What follows belongs to an exercise in optimizing a design on an open flow for small area, a short achievable clock period and few clock cycles per item; a production flow would make more cautious choices. Only simulation tests tie the RTL to the original design; equivalence was not proved. In runs 2 to 4 the design's own scripts or RTL, not TritonCTS, make the clock network. The clock port is modelled as an ideal driver, which makes a skipped or thinned clock tree look cheaper than it is; a real chip needs a root buffer or a tree. Power figures rest on the tool's default switching activity, not on a simulated workload.

<file path="flow/config.mk">
export PLATFORM = sky130hd
export DESIGN_NAME = alu_issue_ctrl
export DESIGN_NICKNAME = alu_issue_ctrl
export VERILOG_FILES = /design/flow/design.v
export SDC_FILE = /design/flow/constraint.sdc
export NUM_CORES = 4
export LEC_CHECK = 0
export CAP_MARGIN = 20
export CORE_MARGIN = 2
export CORE_UTILIZATION = 50
export CTS_CLUSTER_DIAMETER = 100
export CTS_CLUSTER_SIZE = 20
export SETUP_SLACK_MARGIN = 3.8
export SLEW_MARGIN = 20
export TNS_END_PERCENT = 5
</file>
<file path="flow/constraint.sdc">
create_clock -name core_clock -period 6.0 [get_ports {clk}]
set_input_delay 1.2000 -clock core_clock [delete_from_list [all_inputs] [get_ports {clk}]]
set_output_delay 1.2000 -clock core_clock [all_outputs]
set_load 0.01 [all_outputs]
</file>
<file path="flow/design.v">
module alu_issue_ctrl #(
  parameter int DATA_W = 32,
  parameter int REG_AW = 4
) (
  input  logic                  clk,
  input  logic                  rst,
  input  logic                  instr_valid,
  input  logic [4+3*REG_AW-1:0] instr,
  output logic                  instr_ready,
  output logic [DATA_W-1:0]     alu_input1,
  output logic [DATA_W-1:0]     alu_input2,
  output logic [3:0]            alu_operation,
  input  logic [DATA_W-1:0]     alu_result,
  output logic                  wb_valid,
  output logic [REG_AW-1:0]     wb_addr,
  output logic [DATA_W-1:0]     wb_data,
  input  logic                  ext_we,
  input  logic [REG_AW-1:0]     ext_addr,
  input  logic [DATA_W-1:0]     ext_wdata,
  output logic                  busy
);
  localparam int NREG = 1 << REG_AW;
  logic              rd_vld_q, ex_vld_q, wb_vld_q, busy_q;
  logic [3:0]        rd_op_q;
  logic [REG_AW-1:0] rd_rd_q;
  logic [NREG-1:0]   rd_sel1_q, rd_sel2_q;
  logic [3:0]        ex_op_q;
  logic [REG_AW-1:0] ex_rd_q;
  logic [DATA_W-1:0] ex_a_q, ex_b_q;
  logic [REG_AW-1:0] wb_rd_q;
  logic [DATA_W-1:0] wb_data_q;
  logic [DATA_W-1:0] regs [1:NREG-1];
  logic [NREG-1:1]   vld_q, vld_nxt, wen;
  logic [DATA_W-1:0] wdata, rdata1, rdata2;
  logic [NREG-1:0]   sel1_nxt, sel2_nxt;
  logic [NREG-1:1]   rsel1_nxt, rsel2_nxt;
  logic              fwd1_nxt, fwd2_nxt;
  logic [NREG*DATA_W-1:0] rsrc;
  assign instr_ready = 1'b1;
  always_ff @(posedge clk or posedge rst) begin
    if (rst) begin
      rd_vld_q <= 1'b0;
      ex_vld_q <= 1'b0;
      wb_vld_q <= 1'b0;
      busy_q   <= 1'b0;
    end else begin
      rd_vld_q <= instr_valid;
      ex_vld_q <= rd_vld_q;
      wb_vld_q <= ex_vld_q;
      busy_q   <= instr_valid | rd_vld_q | ex_vld_q;
    end
  end
  always_comb begin
    for (int i = 1; i < NREG; i++)
      wen[i] = (ex_vld_q && ex_rd_q == REG_AW'(i)) || (ext_we && ext_addr == REG_AW'(i));
  end
  assign vld_nxt = vld_q | wen;
  assign wdata   = ex_vld_q ? alu_result : ext_wdata;
  assign fwd1_nxt = rd_vld_q && rd_rd_q == instr[7:4] && instr[7:4] != '0;
  assign fwd2_nxt = rd_vld_q && rd_rd_q == instr[3:0] && instr[3:0] != '0;
  always_comb begin
    for (int i = 1; i < NREG; i++) begin
      rsel1_nxt[i] = instr[7:4] == REG_AW'(i) && vld_nxt[i] && !fwd1_nxt;
      rsel2_nxt[i] = instr[3:0] == REG_AW'(i) && vld_nxt[i] && !fwd2_nxt;
    end
  end
  assign sel1_nxt = {rsel1_nxt, fwd1_nxt};
  assign sel2_nxt = {rsel2_nxt, fwd2_nxt};
  always_ff @(posedge clk) begin
    rd_op_q   <= instr[15:12];
    rd_rd_q   <= instr[11:8];
    rd_sel1_q <= sel1_nxt;
    rd_sel2_q <= sel2_nxt;
  end
  assign rsrc[DATA_W-1:0] = alu_result;
  for (genvar i = 1; i < NREG; i++) begin : g_rsrc
    assign rsrc[i*DATA_W +: DATA_W] = regs[i];
  end
  alu_issue_rf_mux #(.DATA_W(DATA_W), .N(NREG)) u_mux1 (.sel(rd_sel1_q), .din(rsrc), .dout(rdata1));
  alu_issue_rf_mux #(.DATA_W(DATA_W), .N(NREG)) u_mux2 (.sel(rd_sel2_q), .din(rsrc), .dout(rdata2));
  always_ff @(posedge clk) begin
    ex_op_q   <= rd_op_q;
    ex_rd_q   <= rd_rd_q;
    ex_a_q    <= rdata1;
    ex_b_q    <= rdata2;
    wb_rd_q   <= ex_rd_q;
    wb_data_q <= alu_result;
  end
  assign alu_operation = ex_op_q;
  assign alu_input1    = ex_a_q;
  assign alu_input2    = ex_b_q;
  assign busy     = busy_q;
  assign wb_valid = wb_vld_q;
  assign wb_addr  = wb_rd_q;
  assign wb_data  = wb_data_q;
  always_ff @(posedge clk or posedge rst) begin
    if (rst) vld_q <= '0;
    else     vld_q <= vld_nxt;
  end
  always_ff @(posedge clk) begin
    for (int i = 1; i < NREG; i++)
      if (wen[i]) regs[i] <= wdata;
  end
endmodule
module alu_issue_rf_mux #(
  parameter int DATA_W = 32,
  parameter int N = 16
) (
  input  logic [N-1:0]        sel,
  input  logic [N*DATA_W-1:0] din,
  output logic [DATA_W-1:0]   dout
);
  always_comb begin
    dout = '0;
    for (int i = 0; i < N; i++) dout = dout | (din[i*DATA_W +: DATA_W] & {DATA_W{sel[i]}});
  end
endmodule
</file>
<file path="flow/flow/run.sh">
#!/bin/bash
# Standard ORFS layout with two changes: the port buffers are buf_1 cells (not
# the delay cells buffer_ports picks by default), and timing repair may change
# a cell's footprint so those buffers and other cells can be resized freely.
set -euo pipefail
bash standard.sh MATCH_CELL_FOOTPRINT=0 "BUFFER_PORTS_ARGS=-buffer_cell sky130_fd_sc_hd__buf_1" finish > standard.log 2>&1
</file>
<file path="flow/standard.sh">
#!/bin/bash
# synth_recipe.tcl (not shown) runs the flow's synth.tcl, then flattens the netlist and writes it again
# the make line also repeats each setting of config.mk as NAME=value (left out here)
make -C /OpenROAD-flow-scripts/flow DESIGN_CONFIG=/design/flow/config.mk WORK_HOME=/design/flow/orfs CLKGATE_MAP_FILE= SYNTH_SCRIPT=/design/flow/synth_recipe.tcl "${@:-finish}"
</file>
==> results by group, run 1 <==
Routing
  • Vias/cell: 7.47
  • Detailed router's first-iteration violation count: 2800
  • Post-DRT Antenna Nets: 0
  • Drt total wl: 82.6 mm
  • Via count: 17518
  • Number of remaining DRC errors: 0
  • Wire per inst: 35.3 um
  • Drt pass-1 iters: 8

Placed design
  • Cell Area, Placed: 0.0261 mm2
  • HPWL after detailed placement: 41.0 mm
  • DP Worst Slack: 2.65 ns
  • Count of input and output buffers: 193
  • GP Congestion: 0.838

Clocking
  • Worst skew pair latency: 0.59 ns
  • CTS H-tree depth: 2
  • Clock buffer depth: 3
  • Num CTS Buffers: 38
  • Worst-path clk slew: 0.09 ns
  • # clock sinks: 647
  • CTS tree: yes
  • Root Driver: clkbuf_16
  • CTS Hold Buffers Added: 0

Worst setup path
  • Worst Setup Path Type: reg2out
  • Reg-to-reg slack, setup: 3.77 ns
  • Worst-path fanout max: 1
  • Crit path cell chain: clkbuf_2
  • CP required: 4.80 ns
  • WP buf/inv: 1
  • Slowest cell delay on critical path: 0.38 ns
  • Max stage delay cell, worst path: dfrtp_1
  • Crit path launch type: flip-flop
  • Data arrival, critical path: 1.08 ns
  • CP Capture Type: primary output
  • CP delay by family, top: flip-flops

Logic synthesis
  • Post-synthesis compound-gate area fraction: 0.196
  • Synth top area cells: edfxtp_1, dfxtp_1, a221oi_1, a22o_1, dfrtp_1
  • FF+latch count, synth: 647
  • Synth area leader: edfxtp_1
  • Yosys warns: 3
  • Net count after synthesis: 1599
  • Count of different cell masters after synthesis: 36
  • Mapped cell area: 0.0245 mm2
  • Largest family of logic cells by synthesized area: compound AO/OA/AOI/OAI gates
  • Post-synthesis xor/xnor area fraction: 0.00215
  • Synth Area in Simple Gates: 0.0377
  • Gate Count Post-Synth: 1511
  • Adder-Cell Fraction of Synth Area: 0
  • Share of the yosys chip area belonging to registers: 0.730
  • Mux contribution to synthesized area: 0.0147
  • Synth top area share: 0.589
  • Avg Cell Area, Syn: 16.2 um2

Power
  • Static Leakage: 8.69 nW
  • Max rail drop VDD: 0.000191 V
  • Total power: 8.59 mW
  • PD cells: 313 mW/mm2

Timing
  • Final Skew: 0.0281 ns
  • Unrepaired setup endpoints after global routing: true
  • Fin Hold WS: 0.331 ns
  • Worst-margin pin slew: 1.30 ns
  • Peak Freq: 0.438 GHz
  • Final Cycle Share: 0.381
  • Final hold vios: 0
  • Final TNS setup: 0 ns
  • Final min period: 2.28 ns
  • Slew margin rel.: 0.132
  • # setup viols final: 0
  • Pins over their slew limit: 0
  • Final WS setup: 3.72 ns

Global route
  • Total congestion overflow: 0
  • Global-route usage over all layers: 0.324
  • Largest net degree at the start of global routing: 33
  • Initial antenna violation count: 0
  • Global-route wire length before repair: 117 mm
  • Number of global-route vias before repair: 16971

Die
  • Starting Density: 0.503
  • Core Box Area: 0.0486 mm2
  • Vert. Die Dim: 225 um
  • IO Pins: 195
  • Die ar.: 0.0507 mm2
  • Row count: 81
  • Die W: 225 um

Layout
  • Commonest non-fill, non-tap cell in the layout: edfxtp_1
  • Nets: 1781
  • Most frequent cells in the layout: edfxtp_1, a221oi_1, a22o_1
  • Antenna Cells: 0
  • Post-route cell area: 0.0275 mm2
  • Area delta synth->final: 12.4%
  • Share of post-route cells with drive strength above 1: 0.0964

Status
  • Status: complete, no violations

Hold path
  • Hold WC Path Type: reg2reg

Flow run
  • Max Cap Viol: 0
-- Yosys cell counts --
cell / instances
nor3_1: 30
mux2_2: 32
buf_2: 8
o31ai_1: 6
or4b_1: 2
buf_6: 1
or2_2: 4
dfrtp_1: 19
dfxtp_1: 148
o21ai_0: 2
edfxtp_1: 480
a221oi_1: 271
nand3b_1: 6
or3b_2: 2
xor2_1: 6
nor2b_1: 8
a21oi_1: 2
and2_1: 4
buf_4: 2
nand3_1: 3
or3b_1: 1
o22ai_1: 15
nor2_1: 6
inv_1: 16
clkbuf_1: 88
nand4_1: 64
conb_1: 1
and3_1: 2
buf_1: 3
o31ai_2: 2
or3_1: 1
nand2b_1: 8
nor3b_1: 2
nand2_1: 6
a22o_1: 256
and3b_1: 4
-- path summary, 6_finish.rpt --
path	startpoint	cells past startpoint	end
max	wb_vld_q$_DFF_PP0_	1	wb_valid
min	rd_op_q[2]$_DFF_P_	0	ex_op_q[2]$_DFF_P_
max reg2reg	ex_vld_q$_DFF_PP0_	4	regs[1][0]$_DFFE_PP_
min reg2reg	rd_op_q[2]$_DFF_P_	0	ex_op_q[2]$_DFF_P_
max in group asynchronous	rst	2	ex_vld_q$_DFF_PP0_
min in group asynchronous	rst	2	busy_q$_DFF_PP0_
-- stage by stage --
stage / util / cells
after floorplan: - / 1511
after global placement: 0.536 / 2264
after detailed placement: 0.536 / 2264
after CTS: 0.564 / 2341
after global routing: 0.565 / 2344
final: 0.565 / 2344
-- logic make-up after synthesis --
kind of cell	count (synthesis)
flip-flops	647
AO/OA/AOI/OAI	554
AND/OR/NAND/NOR	153
XOR/XNOR	6
other	1
buffers and inverters	118
multiplexers	32
-- metal layers --
| metal | vias up | track usage | part of all wire | routed length (um) |
|---|---|---|---|---|
| met1 | 8668 | 0.437 | 0.37 | 30300 |
| met2 | 1618 | 0.493 | 0.45 | 36800 |
| met5 | - | 0 | 0 | 0 |
| met4 | 0 | 0.153 | 0.052 | 4260 |
| met3 | 319 | 0.0820 | 0.14 | 11300 |
| li1 | 6913 | - | - | - |
-- final cells by class --
type,instances,area (um2)
fill,3819,21200
sequential,647,17900
multi-input combinational,746,6350
timing repair buffer,244,1290
clock buffer,67,1120
tap,622,778
inverter,16,60.1
clock inverter,2,15.0
-- sequential cells by signal (all words and copies together) (netlist names), 4 cells and up --
signal     flops
regs         480
rd_sel2_q     16
ex_rd_q        4
rd_op_q        4
rd_sel1_q     16
wb_rd_q        4
wb_data_q     32
rd_rd_q        4
ex_op_q        4
ex_b_q        32
ex_a_q        32
vld_q         15
-- power by group --
group          internal (mW)  total (mW)  leakage [nW]  switching, mW
logic                  0.232       0.734          2.37          0.501
registers               5.03        5.14          5.78          0.113
clock network           1.28        2.72         0.545           1.43
total                   6.55        8.59          8.69           2.05
-- timing repair --
item	CTS	global route
gates cloned	2	0
gates resized for setup	28	10
buffers inserted	6	2
pin swaps	4	2
hold endpoints to repair	0	0
endpoints found under the setup margin	598	551
Testbench counts, summed over its fixed seeds: cycles 8,024, items 8,000.
==> inputs of run 2 (changes only) <==
--- a/flow/design.v
+++ b/flow/design.v
@@ -23,2 +23,5 @@
   logic              rd_vld_q, ex_vld_q, wb_vld_q, busy_q;
+  logic              pl_we_q;
+  logic [REG_AW-1:0] pl_addr_q;
+  logic [DATA_W-1:0] pl_data_q;
   logic [3:0]        rd_op_q;
@@ -32,5 +35,4 @@
   logic [DATA_W-1:0] regs [1:NREG-1];
-  logic [NREG-1:1]   vld_q, vld_nxt, wen;
+  logic [NREG-1:1]   vld_q, wen, rd_wen, rd_en;
   logic [DATA_W-1:0] wdata, rdata1, rdata2;
-  logic [NREG-1:0]   sel1_nxt, sel2_nxt;
   logic [NREG-1:1]   rsel1_nxt, rsel2_nxt;
@@ -45,2 +47,3 @@
       busy_q   <= 1'b0;
+      pl_we_q  <= 1'b0;
     end else begin
@@ -50,20 +53,25 @@
       busy_q   <= instr_valid | rd_vld_q | ex_vld_q;
+      pl_we_q  <= ext_we && ext_addr != '0;
     end
   end
+  always_ff @(posedge clk) begin
+    pl_addr_q <= ext_addr;
+    pl_data_q <= ext_wdata;
+  end
   always_comb begin
-    for (int i = 1; i < NREG; i++)
-      wen[i] = (ex_vld_q && ex_rd_q == REG_AW'(i)) || (ext_we && ext_addr == REG_AW'(i));
+    for (int i = 1; i < NREG; i++) begin
+      wen[i]    = (ex_vld_q && ex_rd_q == REG_AW'(i)) || (pl_we_q && pl_addr_q == REG_AW'(i));
+      rd_wen[i] = rd_vld_q && rd_rd_q == REG_AW'(i);
+    end
   end
-  assign vld_nxt = vld_q | wen;
-  assign wdata   = ex_vld_q ? alu_result : ext_wdata;
+  assign wdata = ex_vld_q ? alu_result : pl_data_q;
+  assign rd_en = (vld_q | wen) & ~rd_wen;
+  always_comb begin
+    for (int i = 1; i < NREG; i++) begin
+      rsel1_nxt[i] = instr[7:4] == REG_AW'(i) && rd_en[i];
+      rsel2_nxt[i] = instr[3:0] == REG_AW'(i) && rd_en[i];
+    end
+  end
   assign fwd1_nxt = rd_vld_q && rd_rd_q == instr[7:4] && instr[7:4] != '0;
   assign fwd2_nxt = rd_vld_q && rd_rd_q == instr[3:0] && instr[3:0] != '0;
-  always_comb begin
-    for (int i = 1; i < NREG; i++) begin
-      rsel1_nxt[i] = instr[7:4] == REG_AW'(i) && vld_nxt[i] && !fwd1_nxt;
-      rsel2_nxt[i] = instr[3:0] == REG_AW'(i) && vld_nxt[i] && !fwd2_nxt;
-    end
-  end
-  assign sel1_nxt = {rsel1_nxt, fwd1_nxt};
-  assign sel2_nxt = {rsel2_nxt, fwd2_nxt};
   always_ff @(posedge clk) begin
@@ -71,4 +79,4 @@
     rd_rd_q   <= instr[11:8];
-    rd_sel1_q <= sel1_nxt;
-    rd_sel2_q <= sel2_nxt;
+    rd_sel1_q <= {rsel1_nxt, fwd1_nxt};
+    rd_sel2_q <= {rsel2_nxt, fwd2_nxt};
   end
@@ -97,3 +105,3 @@
     if (rst) vld_q <= '0;
-    else     vld_q <= vld_nxt;
+    else     vld_q <= vld_q | wen;
   end
==> flow/flow/run.sh (replaced) <==
#!/bin/bash
# Standard ORFS layout with three changes:
#  - the port buffers are buf_1 cells (not the delay cells buffer_ports picks
#    by default), and timing repair may change a cell's footprint so those
#    buffers and other cells can be resized freely;
#  - the clock tree is built by flow/manual_cts.tcl (run as the CTS step's
#    pre-hook) as a balanced two-level tree in place of TritonCTS's
#    three-level H-tree.
set -euo pipefail
export PRE_CTS_TCL="$PWD/flow/manual_cts.tcl"
export MCTS_ROOTS=4
export MCTS_LEAF_SIZE=25
export MCTS_COLS=5
bash standard.sh MATCH_CELL_FOOTPRINT=0 "BUFFER_PORTS_ARGS=-buffer_cell sky130_fd_sc_hd__buf_1" finish > standard.log 2>&1
==> flow/flow/manual_cts.tcl (new file) <==

set mcts_leaf_size [expr {[info exists ::env(MCTS_LEAF_SIZE)] ? $::env(MCTS_LEAF_SIZE) : 20}]
set mcts_cols      [expr {[info exists ::env(MCTS_COLS)] ? $::env(MCTS_COLS) : 5}]
set mcts_root_cell [expr {[info exists ::env(MCTS_ROOT_CELL)] ? $::env(MCTS_ROOT_CELL) : "sky130_fd_sc_hd__clkbuf_16"}]
set mcts_leaf_cell [expr {[info exists ::env(MCTS_LEAF_CELL)] ? $::env(MCTS_LEAF_CELL) : "sky130_fd_sc_hd__clkbuf_16"}]

set block   [ord::get_db_block]
set db      [ord::get_db]
set clk_net [$block findNet clk]

set sinks {}
foreach it [$clk_net getITerms] {
  set inst [$it getInst]
  set bb [$inst getBBox]
  set x [expr {([$bb xMin] + [$bb xMax]) / 2}]
  set y [expr {([$bb yMin] + [$bb yMax]) / 2}]
  lappend sinks [list $it $x $y]
}
set n [llength $sinks]
set ngroups [expr {int(ceil(double($n) / $mcts_leaf_size))}]
set cols [expr {min($mcts_cols, $ngroups)}]
puts "manual CTS: $n sinks, $ngroups leaf groups in $cols columns"

set sorted [lsort -integer -index 1 $sinks]
set groups {}
set start 0
for {set c 0} {$c < $cols} {incr c} {
  # groups in this column, spread evenly
  set gc [expr {($ngroups * ($c + 1)) / $cols - ($ngroups * $c) / $cols}]
  set cnt [expr {($n * ($c + 1)) / $cols - ($n * $c) / $cols}]
  set col [lsort -integer -index 2 [lrange $sorted $start [expr {$start + $cnt - 1}]]]
  set start [expr {$start + $cnt}]
  set s 0
  for {set g 0} {$g < $gc} {incr g} {
    set k [expr {($cnt * ($g + 1)) / $gc - ($cnt * $g) / $gc}]
    lappend groups [lrange $col $s [expr {$s + $k - 1}]]
    set s [expr {$s + $k}]
  }
}

set root_master [$db findMaster $mcts_root_cell]
set leaf_master [$db findMaster $mcts_leaf_cell]
set nroots [expr {[info exists ::env(MCTS_ROOTS)] ? $::env(MCTS_ROOTS) : 1}]

# Leaf buffers, one per group, at the group's centroid.
set leaves {}
set i 0
foreach grp $groups {
  set gx 0
  set gy 0
  foreach s $grp { incr gx [lindex $s 1]; incr gy [lindex $s 2] }
  set gx [expr {$gx / [llength $grp]}]
  set gy [expr {$gy / [llength $grp]}]
  set leaf [odb::dbInst_create $block $leaf_master "mcts_leaf_$i"]
  set leaf_net [odb::dbNet_create $block "mcts_leaf_net_$i"]
  $leaf_net setSigType CLOCK
  [$leaf findITerm X] connect $leaf_net
  foreach s $grp {
    set it [lindex $s 0]
    $it disconnect
    $it connect $leaf_net
  }
  $leaf setLocation [expr {$gx - [$leaf_master getWidth] / 2}] [expr {$gy - [$leaf_master getHeight] / 2}]
  $leaf setPlacementStatus PLACED
  lappend leaves [list $leaf $gx $gy]
  incr i
}

# Root buffers: the leaves split into nroots groups (1, 2 or 4) by x and y
# median; each root sits at its leaves' centroid and is driven by the clock port.
proc mcts_split { items idx } {
  set s [lsort -integer -index $idx $items]
  set h [expr {[llength $s] / 2}]
  return [list [lrange $s 0 [expr {$h - 1}]] [lrange $s $h end]]
}
if { $nroots == 1 } {
  set rgroups [list $leaves]
} elseif { $nroots == 2 } {
  set rgroups [mcts_split $leaves 1]
} else {
  set rgroups {}
  foreach half [mcts_split $leaves 1] { foreach q [mcts_split $half 2] { lappend rgroups $q } }
}
set r 0
foreach rg $rgroups {
  set root [odb::dbInst_create $block $root_master "mcts_root_$r"]
  set root_net [odb::dbNet_create $block "mcts_root_net_$r"]
  $root_net setSigType CLOCK
  [$root findITerm A] connect $clk_net
  [$root findITerm X] connect $root_net
  set sx 0
  set sy 0
  foreach l $rg {
    [[lindex $l 0] findITerm A] connect $root_net
    incr sx [lindex $l 1]
    incr sy [lindex $l 2]
  }
  set rx [expr {$sx / [llength $rg]}]
  set ry [expr {$sy / [llength $rg]}]
  $root setLocation [expr {$rx - [$root_master getWidth] / 2}] [expr {$ry - [$root_master getHeight] / 2}]
  $root setPlacementStatus PLACED
  incr r
}
puts "manual CTS: [llength $leaves] leaf buffers under $r root buffers"

global_connect
set_propagated_clock [all_clocks]

# TritonCTS is not run: the tree above replaces it.
rename clock_tree_synthesis __tritoncts_clock_tree_synthesis
proc clock_tree_synthesis { args } {
  puts "clock_tree_synthesis skipped: manual two-level clock tree in place"
}
--- a/flow/config.mk
+++ b/flow/config.mk
@@ -10,5 +10,3 @@
 export CORE_UTILIZATION = 50
-export CTS_CLUSTER_DIAMETER = 100
-export CTS_CLUSTER_SIZE = 20
-export SETUP_SLACK_MARGIN = 3.8
+export SETUP_SLACK_MARGIN = 4.0
 export SLEW_MARGIN = 20
==> results by group, run 2 <==
Logic synthesis
  • Post-synth EDFFs: 480 (unchanged)
  • FFs w/ async S/R, synth: 0.0292 (-0.000127)
  • FF+latch count, synth: 684 (+5.7%)
  • Count of different cell masters after synthesis: 36 (unchanged)
  • Most common cell in the synthesized netlist: edfxtp_1
  • Synth area leader: edfxtp_1
  • Mapped cell area: 0.0254 mm2 (+3.7%)
  • Avg Cell Area, Syn: 16.1 um2 (-0.61%)
  • Gate Count Post-Synth: 1576 (+4.3%)
  • Synth top area cells: edfxtp_1, dfxtp_1, a221oi_1, a22o_1, dfrtp_1
  • Synth top area share: 0.569 (-0.0208)
  • Post-synth top cells: edfxtp_1, a221oi_1, a22o_1, dfxtp_1, clkbuf_1
  • Most used DFF post-synth: edfxtp_1
  • Yosys warns: 3 (unchanged)
  • Share of the yosys chip area belonging to registers: 0.734 (+0.00362)
  • Net count after synthesis: 1664 (+4.1%)

Worst setup path
  • CP Capture Type: primary output
  • Crit path cell chain: clkbuf_2
  • Slowest cell delay on critical path: 0.41 ns (+0.03 ns)
  • Crit path launch type: flip-flop
  • WP buf/inv: 1 (unchanged)
  • CP delay by family, top: flip-flops
  • Data arrival, critical path: 0.94 ns (-0.14 ns)
  • Worst-path fanout max: 1 (unchanged)
  • CP required: 4.80 ns (about the same)
  • Worst Setup Path Type: reg2out
  • Reg-to-reg slack, setup: 3.90 ns (+0.13 ns)
  • Max stage delay cell, worst path: dfxtp_1

Layout
  • Register area: 0.0186 mm2 (+4.1%)
  • Multi-input logic area: 0.00651 mm2 (+2.4%)
  • Antenna Cells: 0 (unchanged)
  • Nets: 1844 (+3.5%)
  • Most flops, register: regs
  • Post-route cell area: 0.0282 mm2 (+2.4%)
  • Largest register FFs: 480 (unchanged)
  • Share of post-route cells with drive strength above 1: 0.0941 (-0.00233)
  • Area delta synth->final: 11.1%
  • FILL cells: 3999 (+4.7%)
  • Commonest non-fill, non-tap cell in the layout: edfxtp_1
  • Most frequent cells in the layout: edfxtp_1, a221oi_1, a22o_1

Timing
  • Final min period: 2.14 ns (-0.146 ns)
  • Pins over their slew limit: 0 (unchanged)
  • Final hold vios: 0 (unchanged)
  • Slew margin rel.: 0.155 (+0.0222)
  • Final TNS setup: 0 ns (unchanged)
  • Worst-margin pin slew: 1.27 ns (-0.0333 ns)
  • # setup viols final: 0 (unchanged)
  • Final Cycle Share: 0.356 (-0.0244)
  • Unrepaired setup endpoints after global routing: true
  • Final WS setup: 3.86 ns (+0.146 ns)
  • Peak Freq: 0.468 GHz (+6.8%)
  • Final Skew: 0.0232 ns (-0.00483 ns)

Power
  • Combinational power share: 0.090 (+0.005)
  • PD cells: 301 mW/mm2 (-3.8%)
  • Clock share of power: 0.273 (-0.043)
  • Max rail drop VDD: 0.000207 V (+8.4%)
  • Sw power: 1.98 mW (-3.5%)
  • Switching Share: 0.233 (-0.00479)
  • Static Leakage: 8.95 nW (+2.9%)
  • Total power: 8.47 mW (-1.5%)
  • Sequential share of power: 0.638 (+0.040)
  • Internal power: 6.49 mW (-0.87%)

Routing
  • Drt total wl: 85.6 mm (+3.6%)
  • Detailed router's first-iteration violation count: 3182 (+14%)
  • Wire per inst: 35.3 um (about the same)
  • Vias/cell: 7.42 (-0.66%)
  • Via count: 18011 (+2.8%)
  • Post-DRT Antenna Nets: 0 (unchanged)
  • Number of remaining DRC errors: 0 (unchanged)
  • Drt pass-1 iters: 6 (-2)

Die
  • Die ar.: 0.0525 mm2 (+3.6%)
  • Core Box Area: 0.0501 mm2 (+2.9%)
  • Vert. Die Dim: 229 um (+1.8%)
  • Die W: 229 um (+1.8%)
  • IO Pins: 195 (unchanged)
  • Starting Density: 0.506 (+0.00362)
  • Row count: 82 (+1.2%)

Global route
  • Global-route usage over all layers: 0.314 (-0.00958)
  • Initial antenna violation count: 0 (unchanged)
  • Largest net degree at the start of global routing: 33 (unchanged)
  • Number of global-route vias before repair: 17486 (+3.0%)
  • Global-route wire length before repair: 120 mm (+2.7%)
  • Total congestion overflow: 0 (unchanged)

Placed design
  • Count of input and output buffers: 193 (unchanged)
  • HPWL after detailed placement: 44.2 mm (+7.6%)
  • DP Worst Slack: 2.65 ns (-0.00226 ns)
  • Cell Area, Placed: 0.0271 mm2 (+3.8%)
  • GP Congestion: 0.863 (+3.0%)

Clocking
  • Worst skew pair latency: 0.38 ns (-0.21 ns)
  • CTS Hold Buffers Added: 0 (unchanged)
  • Worst-path clk slew: 0.10 ns (about the same)

Flow run
  • Max Cap Viol: 0 (unchanged)

Status
  • Status: complete, no violations

Hold path
  • Hold WC Path Type: reg2reg
==> run 2: routing by layer <==
layer / vias to the layer above / wire (um) / GRT usage
met1: 8939 / 31300 / 0.421
met3: 334 / 11200 / 0.0726
li1: 7084 / - / -
met2: 1654 / 38500 / 0.492
met5: - / 0 / 0
met4: 0 / 4620 / 0.138
==> run 2: kinds of logic (layout without fill, tap and decap cells) <==
| kind of cell | Yosys count | count (layout) | share of synthesized area |
|---|---|---|---|
| flip-flops | 684 | 684 | 0.734 |
| AO/OA/AOI/OAI | 545 | 545 | 0.188 |
| AND/OR/NAND/NOR | 189 | 189 | 0.0442 |
| buffers and inverters | 119 | 297 | 0.0183 |
| multiplexers | 32 | 32 | 0.0142 |
| XOR/XNOR | 6 | 6 | 0.00207 |
| other | 1 | 1 | 0.000148 |
==> run 2: worst paths after layout <==
check | from | to | cells past startpoint
min in group asynchronous | rst | busy_q$_DFF_PP0_ | 2
hold / removal | rd_op_q[1]$_DFF_P_ | ex_op_q[1]$_DFF_P_ | 0
setup / recovery | ex_a_q[13]$_DFF_P_ | alu_input1[13] | 1
hold reg to reg | rd_op_q[1]$_DFF_P_ | ex_op_q[1]$_DFF_P_ | 0
max in group asynchronous | rst | ex_vld_q$_DFF_PP0_ | 2
setup reg to reg | ex_vld_q$_DFF_PP0_ | rd_sel2_q[12]$_DFF_P_ | 4
==> run 2: final cells by class <==
type | count | share of cell area
plain buffers | 32 | 0.0284
multi-input cells | 773 | 0.231
inverters | 16 | 0.00213
well taps | 672 | 0.0299
flip-flops and latches | 684 | 0.661
repair buffers | 249 | 0.0472
==> run 2: timing repair <==
action | in CTS | in global routing
setup buffers | 8 | 2
gates cloned | 2 | 0
resized for setup | 46 | 3
endpoints found under the hold margin | 0 | 0
pin swaps | 6 | 0
endpoints found under the setup margin | 872 | 459
==> run 2: power by group through the flow <==
stage / combinational (mW) / sequential, mW / clock, mW
finish: 0.759 / 5.40 / 2.31
global route: 0.795 / 5.42 / 2.47
CTS: 0.743 / 5.40 / 2.32
detailed placement: 0.722 / 5.51 / 0
global placement: 0.716 / 5.50 / 0
floorplan: 0.346 / 5.51 / 0
==> run 2: stage by stage <==
step / utilization / hold WS, ns / std cells
floorplan: - / 0.310 / 1576
global placement: 0.541 / 0.310 / 2382
detailed placement: 0.541 / 0.315 / 2382
CTS: 0.562 / 0.341 / 2424
global route: 0.562 / 0.345 / 2426
finish: 0.562 / 0.338 / 2426
Testbench counts of run 2, summed over its fixed seeds: cycles 8,024, items 8,000.
==> inputs of run 3 (changes only) <==
--- a/flow/flow/run.sh
+++ b/flow/flow/run.sh
@@ -7,3 +7,4 @@
 #    pre-hook) as a balanced two-level tree in place of TritonCTS's
-#    three-level H-tree.
+#    three-level H-tree; before that, registers that drive an output port
+#    only through its buffer are moved next to the buffer.
 set -euo pipefail
@@ -13,2 +14,3 @@
 export MCTS_COLS=5
+export MCTS_PULL_OUTPUT_FLOPS=1
 bash standard.sh MATCH_CELL_FOOTPRINT=0 "BUFFER_PORTS_ARGS=-buffer_cell sky130_fd_sc_hd__buf_1" finish > standard.log 2>&1
--- a/flow/flow/manual_cts.tcl
+++ b/flow/flow/manual_cts.tcl
@@ -9,2 +9,32 @@
 set clk_net [$block findNet clk]
+
+# Registers that drive an output port only through the port's buffer are
+# moved next to that buffer (detailed placement legalizes them afterwards),
+# so the register-to-port wire is short.
+if { [info exists ::env(MCTS_PULL_OUTPUT_FLOPS)] && $::env(MCTS_PULL_OUTPUT_FLOPS) } {
+  set moved 0
+  foreach bterm [$block getBTerms] {
+    if { [$bterm getIoType] ne "OUTPUT" } { continue }
+    set pnet [$bterm getNet]
+    if { $pnet eq "NULL" } { continue }
+    set drv "NULL"
+    foreach it [$pnet getITerms] { if { [$it isOutputSignal] } { set drv $it } }
+    if { $drv eq "NULL" } { continue }
+    set buf [$drv getInst]
+    set ain "NULL"
+    foreach it [$buf getITerms] { if { [$it isInputSignal] } { set ain $it } }
+    if { $ain eq "NULL" } { continue }
+    set qnet [$ain getNet]
+    if { $qnet eq "NULL" } { continue }
+    set its [$qnet getITerms]
+    if { [llength $its] != 2 } { continue }
+    set ff "NULL"
+    foreach it $its { if { [$it isOutputSignal] } { set ff [$it getInst] } }
+    if { $ff eq "NULL" || ![[$ff getMaster] isSequential] } { continue }
+    set bb [$buf getBBox]
+    $ff setLocation [$bb xMin] [$bb yMin]
+    incr moved
+  }
+  puts "manual CTS: moved $moved output registers next to their port buffers"
+}
 
==> results by group, run 3 <==
Status
  • Status: complete, no violations

Global route
  • Global-route wire length before repair: 122 mm (+1.9%)
  • Met1 Use GR: 0.426 (+0.00561)
  • Largest net degree at the start of global routing: 33 (unchanged)
  • Number of global-route vias before repair: 17665 (+1.0%)
  • M2 GR Usage: 0.496 (+0.00341)
  • Initial antenna violation count: 1 (+1)
  • Total congestion overflow: 0 (unchanged)
  • GRT busiest layer: met2
  • GRT met3 Usage: 0.0797 (+0.00710)
  • Global-route usage over all layers: 0.319 (+0.00551)

Timing
  • Final Skew: 0.0350 ns (+0.0117 ns)
  • Slew margin rel.: 0.141 (-0.0133)
  • Final hold vios: 0 (unchanged)
  • Final Cycle Share: 0.358 (+0.00114)
  • Final TNS setup: 0 ns (unchanged)
  • Final WS setup: 3.85 ns (-0.00683 ns)
  • Final min period: 2.15 ns (+0.00683 ns)
  • Peak Freq: 0.466 GHz (-0.32%)
  • Fin Hold WS: 0.341 ns (+0.00240 ns)
  • Unrepaired setup endpoints after global routing: true
  • # setup viols final: 0 (unchanged)
  • Worst-margin pin slew: 1.29 ns (+0.0199 ns)
  • Pins over their slew limit: 0 (unchanged)

Logic synthesis
  • Yosys warns: 3 (unchanged)
  • Most used DFF post-synth: edfxtp_1
  • Synth top area share: 0.569 (unchanged)
  • Net count after synthesis: 1664 (unchanged)
  • Synth area leader: edfxtp_1
  • FF+latch count, synth: 684 (unchanged)
  • Count of different cell masters after synthesis: 36 (unchanged)
  • Synth top area cells: edfxtp_1, dfxtp_1, a221oi_1, a22o_1, dfrtp_1
  • FFs w/ async S/R, synth: 0.0292 (unchanged)
  • Post-synth top cells: edfxtp_1, a221oi_1, a22o_1, dfxtp_1, clkbuf_1
  • Gate Count Post-Synth: 1576 (unchanged)
  • Avg Cell Area, Syn: 16.1 um2 (unchanged)
  • Mapped cell area: 0.0254 mm2 (unchanged)
  • Most common cell in the synthesized netlist: edfxtp_1
  • Post-synth EDFFs: 480 (unchanged)
  • Share of the yosys chip area belonging to registers: 0.734 (unchanged)

Placed design
  • HPWL after detailed placement: 44.2 mm (unchanged)
  • Cell Area, Placed: 0.0271 mm2 (unchanged)
  • DP Worst Slack: 2.65 ns (unchanged)
  • Count of input and output buffers: 193 (unchanged)
  • DP Cell Count: 2382 (unchanged)
  • GP Congestion: 0.863 (unchanged)

Die
  • Vert. Die Dim: 229 um (unchanged)
  • IO Pins: 195 (unchanged)
  • Starting Density: 0.506 (unchanged)
  • Die W: 229 um (unchanged)
  • Row count: 82 (unchanged)
  • Die ar.: 0.0525 mm2 (unchanged)
  • Core Box Area: 0.0501 mm2 (unchanged)

Layout
  • Commonest non-fill, non-tap cell in the layout: edfxtp_1
  • Post-layout util: 0.562 (about the same)
  • Share of post-route cells with drive strength above 1: 0.0901 (-0.00399)
  • Most flops, register: regs
  • Area delta synth->final: 11.0% (about the same)
  • Largest register FFs: 480 (unchanged)
  • Post-route cell area: 0.0281 mm2 (about the same)
  • Most frequent cells in the layout: edfxtp_1, a221oi_1, a22o_1
  • Final Non-Filler Cells: 2427 (+0.041%)
  • Nets: 1844 (unchanged)
  • FILL cells: 3986 (-0.33%)

Worst setup path
  • CP required: 6.05 ns (+1.25 ns)
  • Register-to-Register Path Depth: 4 (unchanged)
  • Worst-path fanout max: 23 (+22)
  • CP Capture Type: flip-flop
  • Crit path launch type: flip-flop
  • Data arrival, critical path: 2.20 ns (+1.26 ns)
  • Worst Setup Path Type: reg2reg

Routing
  • Number of remaining DRC errors: 0 (unchanged)
  • Via count: 17959 (-0.29%)
  • Detailed router's first-iteration violation count: 2799 (-12%)
  • Drt pass-1 iters: 7 (+1)
  • Wire per inst: 35.8 um (+1.5%)
  • Drt total wl: 86.9 mm (+1.5%)
  • Vias/cell: 7.40 (-0.33%)
  • Post-DRT Antenna Nets: 0 (unchanged)

Clocking
  • Worst skew pair latency: 0.40 ns (+0.02 ns)
  • CTS Hold Buffers Added: 0 (unchanged)
  • Worst-path clk slew: 0.10 ns (about the same)

Power
  • PD cells: 301 mW/mm2 (+0.14%)
  • Total power: 8.47 mW (about the same)
  • Max rail drop VDD: 0.000205 V (-0.94%)
  • Static Leakage: 8.93 nW (-0.22%)

Hold path
  • Hold WC Path Type: reg2reg
  • Worst hold stages: 0 (unchanged)

Flow run
  • Max Cap Viol: 0 (unchanged)
## run 3: report_power, final
group	total, mW	internal [mW]	switching [mW]
Sequential	5.40	5.29	0.111
Combinational	0.769	0.236	0.534
Clock	2.30	0.963	1.34
## run 3: worst paths after layout
kind / start / endpoint / slack, ns
max reg2reg: ex_vld_q$_DFF_PP0_ / regs[12][4]$_DFFE_PP_ / 3.85
min reg2reg: rd_op_q[1]$_DFF_P_ / ex_op_q[1]$_DFF_P_ / 0.34
min: rd_op_q[1]$_DFF_P_ / ex_op_q[1]$_DFF_P_ / 0.34
max: ex_vld_q$_DFF_PP0_ / regs[12][4]$_DFFE_PP_ / 3.85
min in group asynchronous: rst / vld_q[4]$_DFF_PP0_ / 0.89
max in group asynchronous: rst / ex_vld_q$_DFF_PP0_ / 4.57
## run 3: cells by family after synthesis
kind of cell,Yosys count,share of synthesized area
buf+inv,119,0.0183
compound gates,545,0.188
other cells,1,0.000148
xor+xnor,6,0.00207
flops,684,0.734
simple gates,189,0.0442
mux,32,0.0142
## run 3: critical path, cell delays in order, from the launching register on
cell,delay (ns)
dfrtp_4,0.49
buf_12,0.23
nand3_1,0.35
o22ai_4,0.33
buf_4,0.36
## run 3: routing by layer
metal / routed length (um) / up-vias
met5: 0 / -
met4: 4790 / 0
met3: 11700 / 341
met2: 38900 / 1653
met1: 31500 / 8872
li1: - / 7093
## run 3: cell type report
type / count / area [um2] / share of cell area
antenna: 1 / 2.50 / 0.0000890
buffer: 32 / 801 / 0.0285
inverter: 16 / 60.1 / 0.00213
multi-input combinational: 773 / 6500 / 0.231
sequential: 684 / 18600 / 0.662
tap: 672 / 841 / 0.0299
timing repair buffer: 249 / 1310 / 0.0465
## run 3: repair_timing
item / CTS / global route
resized for setup: 38 / 3
setup endpoints to repair: 873 / 585
cloned: 2 / 0
buffers inserted: 8 / 2
pin swaps: 6 / 0
==> inputs of run 4 (changes only) <==
--- a/flow/flow/run.sh
+++ b/flow/flow/run.sh
@@ -7,4 +7,3 @@
 #    pre-hook) as a balanced two-level tree in place of TritonCTS's
-#    three-level H-tree; before that, registers that drive an output port
-#    only through its buffer are moved next to the buffer.
+#    three-level H-tree.
 set -euo pipefail
@@ -14,3 +13,2 @@
 export MCTS_COLS=5
-export MCTS_PULL_OUTPUT_FLOPS=1
 bash standard.sh MATCH_CELL_FOOTPRINT=0 "BUFFER_PORTS_ARGS=-buffer_cell sky130_fd_sc_hd__buf_1" finish > standard.log 2>&1
--- a/flow/config.mk
+++ b/flow/config.mk
@@ -9,3 +9,3 @@
 export CORE_MARGIN = 2
-export CORE_UTILIZATION = 50
+export CORE_UTILIZATION = 62
 export SETUP_SLACK_MARGIN = 4.0
==> results by group, run 4 <==
Worst setup path
  • CP delay by family, top: flip-flops
  • WP buf/inv: 1 (-1)
  • Data arrival, critical path: 1.01 ns (-1.19 ns)
  • Crit path cell chain: buf_1
  • CP Capture Type: primary output
  • Worst-path fanout max: 1 (-96%)
  • CP required: 4.80 ns (-1.25 ns)
  • Max stage delay cell, worst path: dfxtp_1
  • Slowest cell delay on critical path: 0.45 ns (-0.04 ns)
  • Crit path launch type: flip-flop
  • Worst Setup Path Type: reg2out

Placed design
  • HPWL after detailed placement: 42.0 mm (-4.9%)
  • GP Congestion: 0.907 (+5.0%)
  • Count of input and output buffers: 193 (unchanged)
  • DP Cell Count: 2243 (-5.8%)
  • DP Worst Slack: 3.26 ns (+0.606 ns)

Routing
  • Post-DRT Antenna Nets: 0 (unchanged)
  • Drt pass-1 iters: 6 (-1)
  • Drt total wl: 81.6 mm (-6.1%)
  • Via count: 17743 (-1.2%)
  • Number of remaining DRC errors: 0 (unchanged)
  • Vias/cell: 7.76 (+4.9%)
  • Wire per inst: 35.7 um (-0.28%)
  • Detailed router's first-iteration violation count: 3236 (+16%)

Layout
  • Area delta synth->final: 10.2%
  • FILL cells: 2788 (-30%)
  • Most frequent cells in the layout: edfxtp_1, a221oi_1, a22o_1
  • Nets: 1843 (-0.054%)
  • Commonest non-fill, non-tap cell in the layout: edfxtp_1
  • Post-layout util: 0.689 (+0.127)
  • Share of post-route cells with drive strength above 1: 0.0890 (-0.00109)
  • Largest register FFs: 480 (unchanged)
  • Final Non-Filler Cells: 2286 (-5.8%)
  • Most flops, register: regs

Power
  • Max rail drop VDD: 0.000270 V (+32%)
  • Sequential share of power: 0.642 (+0.004)
  • PD cells: 302 mW/mm2 (+0.23%)
  • Switching Share: 0.230 (-0.00349)
  • Static Leakage: 8.93 nW (about the same)
  • Sw power: 1.94 mW (-1.9%)
  • Clock share of power: 0.271 (about the same)
  • Combinational power share: 0.087 (-0.004)
  • Internal power: 6.49 mW (about the same)

Die
  • Vert. Die Dim: 206 um (-10%)
  • Starting Density: 0.625 (+0.119)
  • Die ar.: 0.0425 mm2 (-19%)
  • IO Pins: 195 (unchanged)
  • Row count: 74 (-9.8%)
  • Core Box Area: 0.0406 mm2 (-19%)
  • Die W: 206 um (-10%)

Timing
  • Pins over their slew limit: 0 (unchanged)
  • Final Skew: 0.0168 ns (-0.0181 ns)
  • Unrepaired setup endpoints after global routing: true
  • Peak Freq: 0.452 GHz (-3.1%)
  • Final TNS setup: 0 ns (unchanged)
  • Slew margin rel.: 0.148 (+0.00644)
  • Final Cycle Share: 0.369 (+0.0114)
  • Worst-margin pin slew: 1.28 ns (-0.00967 ns)
  • # setup viols final: 0 (unchanged)
  • Final hold vios: 0 (unchanged)
  • Final min period: 2.21 ns (+0.0685 ns)
  • Final WS setup: 3.79 ns (-0.0685 ns)
  • Fin Hold WS: 0.336 ns (-0.00481 ns)

Logic synthesis
  • Synth top area share: 0.569 (unchanged)
  • Yosys warns: 3 (unchanged)
  • FFs w/ async S/R, synth: 0.0292 (unchanged)
  • Most used DFF post-synth: edfxtp_1
  • Share of the yosys chip area belonging to registers: 0.734 (unchanged)
  • FF+latch count, synth: 684 (unchanged)
  • Count of different cell masters after synthesis: 36 (unchanged)
  • Most common cell in the synthesized netlist: edfxtp_1
  • Synth top area cells: edfxtp_1, dfxtp_1, a221oi_1, a22o_1, dfrtp_1
  • Gate Count Post-Synth: 1576 (unchanged)
  • Avg Cell Area, Syn: 16.1 um2 (unchanged)
  • Net count after synthesis: 1664 (unchanged)
  • Post-synth EDFFs: 480 (unchanged)
  • Post-synth top cells: edfxtp_1, a221oi_1, a22o_1, dfxtp_1, clkbuf_1
  • Mapped cell area: 0.0254 mm2 (unchanged)
  • Synth area leader: edfxtp_1

Global route
  • Largest net degree at the start of global routing: 33 (unchanged)
  • Number of global-route vias before repair: 16925 (-4.2%)
  • Total congestion overflow: 0 (unchanged)
  • Global-route wire length before repair: 115 mm (-6.0%)
  • Initial antenna violation count: 1 (unchanged)
  • Global-route usage over all layers: 0.379 (+0.0591)

Clocking
  • CTS Hold Buffers Added: 0 (unchanged)
  • Worst-path clk slew: 0.10 ns (about the same)
  • Worst skew pair latency: 0.38 ns (-0.02 ns)

Status
  • Status: complete, no violations

Hold path
  • Hold WC Path Type: reg2reg

Flow run
  • Max Cap Viol: 0 (unchanged)
-- run 4: power groups by stage --
stage,combinational (mW),sequential (mW),clock (mW)
2_1_floorplan,0.346,5.51,0
3_3_place_gp,0.688,5.51,0
3_5_place_dp,0.695,5.51,0
4_1_cts,0.713,5.41,2.28
5_1_grt,0.770,5.43,2.43
6_report,0.732,5.41,2.29
-- run 4: layout make-up --
cell class	count	area, um2	area share
diodes	1	2.50	0.0000896
plain buffers	32	801	0.0287
inverters	16	60.1	0.00215
multi-input cells	773	6500	0.233
flip-flops and latches	684	18600	0.666
well taps	532	666	0.0238
repair buffers	248	1290	0.0463
-- run 4: kinds of logic after synthesis --
group                     count (synthesis)  synth area share
DFF                                     684             0.734
buffers and inverters                   119            0.0183
and+or+nand+nor                         189            0.0442
other                                     1          0.000148
muxes                                    32            0.0142
AOI/OAI and AO/OA                       545             0.188
xor gates and xnor gates                  6           0.00207
-- run 4: metal layers --
metal  wire (um)  track usage  up-vias
li1            -            -     7082
met4        3710        0.141        0
met2       36600        0.578     1723
met1       28600        0.527     8650
met5           0            0        -
met3       12700        0.100      288
-- run 4: repair_timing --
| item | in CTS | in global routing |
|---|---|---|
| gates cloned | 4 | 0 |
| setup buffers | 3 | 3 |
| pin swaps | 2 | 1 |
| resized for setup | 16 | 4 |
| endpoints found under the setup margin | 590 | 557 |
-- run 4: per-stage QoR --
stage	cell area (um2)	total power, mW
after global routing	27900	8.63
after CTS	27900	8.41
after detailed placement	26900	6.21
after floorplan	25500	5.86
final	27900	8.43
after global placement	26900	6.20
-- run 4: worst reg2reg max path, delay by kind of cell, from the launching register on --
kind | cells | cell delay [ns]
buf+inv | 2 | 0.63
simple gates | 1 | 0.56
flops | 1 | 0.41
compound gates | 1 | 0.13
-- run 4: path summary, 6_finish.rpt --
| kind | start | end | slack (ns) | cells after the start |
|---|---|---|---|---|
| max | ex_a_q[4]$_DFF_P_ | alu_input1[4] | 3.79 | 1 |
| min reg2reg | rd_op_q[3]$_DFF_P_ | ex_op_q[3]$_DFF_P_ | 0.34 | 0 |
| min in group asynchronous | rst | vld_q[8]$_DFF_PP0_ | 0.90 | 2 |
| min | rd_op_q[3]$_DFF_P_ | ex_op_q[3]$_DFF_P_ | 0.34 | 0 |
| max reg2reg | ex_vld_q$_DFF_PP0_ | regs[1][20]$_DFFE_PP_ | 3.88 | 4 |
| max in group asynchronous | rst | ex_vld_q$_DFF_PP0_ | 4.59 | 2 |

## what the ideal ports hide
The flow's constraints put no driver on any port. The routed layouts listed below were extracted and timed again, unchanged, in two steps. Step 1: set_driving_cell puts a clkbuf_16 on clk and a buf_2 on each other input, an assumption about the parent block. Step 2 adds t to the input delays and takes it off the output delays; t is the mean of the earliest and latest rising clock arrival at the registers after step 1. Input paths then give back, and output paths get back, about the clock's delay inside the block. Three values: ideal ports, drivers, drivers and shift; two values: the first two.
run	t, ns	setup slack, ns	hold WS [ns]	worst setup path at the end	clock arrival spread, ns
run 1	0.637	3.715 / 3.655 / 3.116	0.331 / 0.331 / 0.331	input to register	0.028 / 0.028
run 2	0.493	3.861 / 3.742 / 3.655	0.338 / 0.338 / 0.338	input to register	0.027 / 0.028
run 3	0.506	3.855 / 3.763 / 3.469	0.341 / 0.341 / 0.341	input to register	0.038 / 0.038
run 4	0.501	3.786 / 3.656 / 3.632	0.336 / 0.336 / 0.336	input to register	0.020 / 0.020
After both steps setup and hold are still met in every run listed. The setup slack of run 1, which loses most, moves by -0.060 ns with the drivers and by -0.599 ns with both steps.
